Background: an optimization exercise with open tools, aiming at a short achievable clock period and few clock cycles. Do not read the settings as production practice.
Only simulation tests tie the RTL to the original design; equivalence was not proved.
No activity file was given, so power comes from the tool's default toggle rates.

## axi_write_responder
module axi_write_responder #(
    parameter int DATA_WIDTH = 32,
    parameter int MEM_DEPTH  = 64
) (
    input  logic                         ACLK,
    input  logic                         RESETn,
    input  logic [3:0]                   AWID,
    input  logic [31:0]                  AWADDR,
    input  logic [3:0]                   AWLEN,
    input  logic [2:0]                   AWSIZE,
    input  logic [1:0]                   AWBURST,
    input  logic                         AWVALID,
    output logic                         AWREADY,
    input  logic [3:0]                   WID,
    input  logic [DATA_WIDTH-1:0]        WDATA,
    input  logic [DATA_WIDTH/8-1:0]      WSTRB,
    input  logic                         WLAST,
    input  logic                         WVALID,
    output logic                         WREADY,
    output logic [3:0]                   BID,
    output logic [1:0]                   BRESP,
    output logic                         BVALID,
    input  logic                         BREADY,
    input  logic [$clog2(MEM_DEPTH)-1:0] dbg_addr,
    output logic [DATA_WIDTH-1:0]        dbg_rdata
);
    localparam int IDX_W = $clog2(MEM_DEPTH);
    localparam int NB    = DATA_WIDTH / 8;
    localparam logic [1:0] BURST_FIXED = 2'b00;
    localparam logic [1:0] BURST_INCR  = 2'b01;
    localparam logic [1:0] BURST_WRAP  = 2'b10;
    localparam logic [1:0] BURST_RSVD  = 2'b11;
    localparam logic [1:0] RESP_OKAY   = 2'b00;
    localparam logic [1:0] RESP_SLVERR = 2'b10;
  ...
Size in the first run: roughly 2100 flip-flops, roughly 140 I/O pins, roughly 0.087 sq mm of cells after synthesis.
export LEC_CHECK = 0
export CAP_MARGIN = 20
export CORE_MARGIN = 2
export CORE_UTILIZATION = 45
export PLACE_DENSITY = 0.6
export SETUP_SLACK_MARGIN = 3.5
export SLEW_MARGIN = 20
export SYNTH_HIERARCHICAL = 1
create_clock -name core_clock -period 6.0 [get_ports {ACLK}]
standard.sh (not shown) runs the stock make flow with config.mk's settings and CLKGATE_MAP_FILE= SYNTH_SCRIPT=/design/flow/synth_recipe.tcl, a recipe that flattens the netlist after the stock synthesis.
==> flow/flow/run.sh <==
#!/bin/bash
# Own layout flow: the standard ORFS flow (standard.sh), with changes that only affect
# which cells make up the combinational logic and port buffers:
#  1. cells that only add delay (delay gates, low-power and delay clock buffers/inverters) are
#     kept out of the logic, so synthesis and timing repair cannot pick them;
#  2. the port buffers that global placement inserts (every input and output still gets one)
#     are plain buffers (buf_4) rather than the delay buffer buffer_ports picks by default;
#  3. after floorplan, the small gates of the debug-read tree get stronger cells (upsize.tcl),
#     before placement, so placement and repair start from stronger gates.
# Registers, power grid, tap cells and every other step are the standard flow's.
# Each tool's full output goes to its own log file in this folder (ORFS also keeps its own
# per-step logs under orfs/logs/).
set -euo pipefail
here=$(pwd)
export DONT_USE_CELLS="sky130_fd_sc_hd__dlygate* sky130_fd_sc_hd__clkdlybuf* sky130_fd_sc_hd__dlymetal* sky130_fd_sc_hd__clkinvlp*"
export BUFFER_PORTS_ARGS="-buffer_cell sky130_fd_sc_hd__buf_4"
res="$here/orfs/results/$FLOW_PLATFORM/axi_write_responder/base"
bash standard.sh floorplan > "$here/log_1_floorplan.log" 2>&1
printf 'read_db %s\nsource %s\nwrite_db %s\n' "$res/2_floorplan.odb" "$here/flow/upsize.tcl" "$res/2_floorplan.odb" > "$here/upsize_run.tcl"
openroad -no_init -exit "$here/upsize_run.tcl" > "$here/log_2_upsize.log" 2>&1
bash standard.sh finish > "$here/log_3_finish.log" 2>&1
==> flow/flow/upsize.tcl <==
# Give the small gates of the debug-read tree more drive before placement: every nand2, nor2,
# nand3, nand4, a22oi, o22ai and inverter of drive 0, 1 or 2 becomes the drive-4 cell of the
# same function, and every mux2i of drive 0 or 1 the drive-2 cell (same pins). Registers and
# all other cells are left as synthesis made them.
set db [ord::get_db]
set block [ord::get_db_block]
set n 0
foreach inst [$block getInsts] {
  set m [[$inst getMaster] getName]
  if {[regexp {^(sky130_fd_sc_hd__(?:nand2|nor2|nand3|nand4|a22oi|o22ai|inv))_[012]$} $m -> base]} {
    set new [$db findMaster ${base}_4]
    if {$new ne "NULL" && $new ne ""} { $inst swapMaster $new; incr n }
  } elseif {[regexp {^(sky130_fd_sc_hd__mux2i)_[01]$} $m -> base]} {
    set new [$db findMaster ${base}_2]
    if {$new ne "NULL" && $new ne ""} { $inst swapMaster $new; incr n }
  }
}
puts "upsized $n instances"
The baseline went through all stages and came out clean.
Testbench counts at the start, summed over its fixed seeds: cycles 8,907.
==> next run, changes <==
Settings changed: SETUP_SLACK_MARGIN 3.5 to 5, TNS_END_PERCENT from default to 10.
What happened:
- The changed run completed without violations
- fmax rises by 1.2%
- clock power stays flat
- setup slack improves by 0.049 ns
- routed wire length falls by 12%
- clock skew rises by 0.0048 ns
- final area falls by 4.8%
- total power falls by 2.3%
- critical path depth does not change
- synthesized cell count does not change
- non-clock buffer count falls by 345
- first-iteration DRC count falls by 23%
==> next run, changes <==
Settings changed: PLACE_DENSITY 0.6 to 0.7, TNS_END_PERCENT 10 to default.
What happened:
- total power went up by 1.6%
- count of clock-buffer cells in the layout is lower by 9
- first-iteration DRC count is higher by 44%
==> next run, changes <==
==> flow/flow/run.sh (replaced) <==
#!/bin/bash
# Own layout flow: the standard ORFS flow (standard.sh), with two changes that only affect
# how the combinational logic is sized:
#  1. cells that only add delay (delay gates, low-power and delay clock buffers/inverters) are
#     kept out of the logic, so synthesis and timing repair cannot pick them;
#  2. after floorplan, the small gates of the debug-read tree get stronger cells (upsize.tcl),
#     before placement, so placement and repair start from stronger gates.
# Registers, power grid, tap cells and every other step are the standard flow's.
# Each tool's full output goes to its own log file in this folder (ORFS also keeps its own
# per-step logs under orfs/logs/).
set -euo pipefail
here=$(pwd)
export DONT_USE_CELLS="sky130_fd_sc_hd__dlygate* sky130_fd_sc_hd__clkdlybuf* sky130_fd_sc_hd__dlymetal* sky130_fd_sc_hd__clkinvlp*"
res="$here/orfs/results/$FLOW_PLATFORM/axi_write_responder/base"
bash standard.sh floorplan > "$here/log_1_floorplan.log" 2>&1
printf 'read_db %s\nsource %s\nwrite_db %s\n' "$res/2_floorplan.odb" "$here/flow/upsize.tcl" "$res/2_floorplan.odb" > "$here/upsize_run.tcl"
openroad -no_init -exit "$here/upsize_run.tcl" > "$here/log_2_upsize.log" 2>&1
bash standard.sh finish > "$here/log_3_finish.log" 2>&1
Settings changed: PLACE_DENSITY 0.7 to 0.6, SETUP_SLACK_MARGIN 5 to 3.5.
Result: Maximum frequency drops by 0.66%. Total power rose by 0.65%. Wire length falls by 0.38%. Count of clock-buffer cells in the layout rises by 10.
==> next run, changes <==
--- a/flow/flow/run.sh
+++ b/flow/flow/run.sh
@@ -1,7 +1,9 @@
 #!/bin/bash
-# Own layout flow: the standard ORFS flow (standard.sh), with two changes that only affect
-# how the combinational logic is sized:
+# Own layout flow: the standard ORFS flow (standard.sh), with changes that only affect
+# which cells make up the combinational logic and port buffers:
 #  1. cells that only add delay (delay gates, low-power and delay clock buffers/inverters) are
 #     kept out of the logic, so synthesis and timing repair cannot pick them;
-#  2. after floorplan, the small gates of the debug-read tree get stronger cells (upsize.tcl),
+#  2. the port buffers that global placement inserts (every input and output still gets one)
+#     are plain buffers (buf_4) rather than the delay buffer buffer_ports picks by default;
+#  3. after floorplan, the small gates of the debug-read tree get stronger cells (upsize.tcl),
 #     before placement, so placement and repair start from stronger gates.
@@ -13,2 +15,3 @@
 export DONT_USE_CELLS="sky130_fd_sc_hd__dlygate* sky130_fd_sc_hd__clkdlybuf* sky130_fd_sc_hd__dlymetal* sky130_fd_sc_hd__clkinvlp*"
+export BUFFER_PORTS_ARGS="-buffer_cell sky130_fd_sc_hd__buf_4"
 res="$here/orfs/results/$FLOW_PLATFORM/axi_write_responder/base"
Settings changed: SETUP_SLACK_MARGIN 3.5 to 5.
Effect: Clock skew goes up by 0.0072 ns; cell count stays flat; via count rises by 2.1%.

## re-timing with driven ports
In the flow no input, the clock included, has a driving cell. The finished layouts below were timed again as built, in two steps.
Step 1, drivers: a clkbuf_16 drives ACLK and a buf_2 each remaining input, both assumed.
Step 2 adds t to the input delays and takes it off the output delays; t is the mean of the earliest and latest rising clock arrival at the registers after step 1. Input paths then give back, and output paths get back, about the clock's delay inside the block.
Slacks: ideal ports / drivers / drivers and shift; pairs: ideal ports / drivers.
run | t, ns | setup WS [ns] | worst hold slack (ns) | clock arrival spread, ns
the first run | 0.968 | 1.799 / 1.710 / 1.710 | 0.141 / 0.078 / 0.486 | 0.039 / 0.039
the second run | 0.945 | 1.848 / 1.764 / 1.724 | 0.152 / 0.090 / 0.506 | 0.030 / 0.030
the third run | 0.962 | 1.805 / 1.709 / 1.709 | 0.130 / 0.064 / 0.527 | 0.045 / 0.045
the fourth run | 0.956 | 1.777 / 1.487 / 1.487 | 0.497 / 0.497 / 0.497 | 0.029 / 0.029
the fifth run | 0.954 | 1.809 / 1.723 / 1.723 | 0.144 / 0.080 / 0.537 | 0.043 / 0.042
After both steps every run listed still meets setup and hold. The setup slack of the fourth run, which loses most, moves by -0.290 ns with the drivers and by -0.290 ns with both steps.
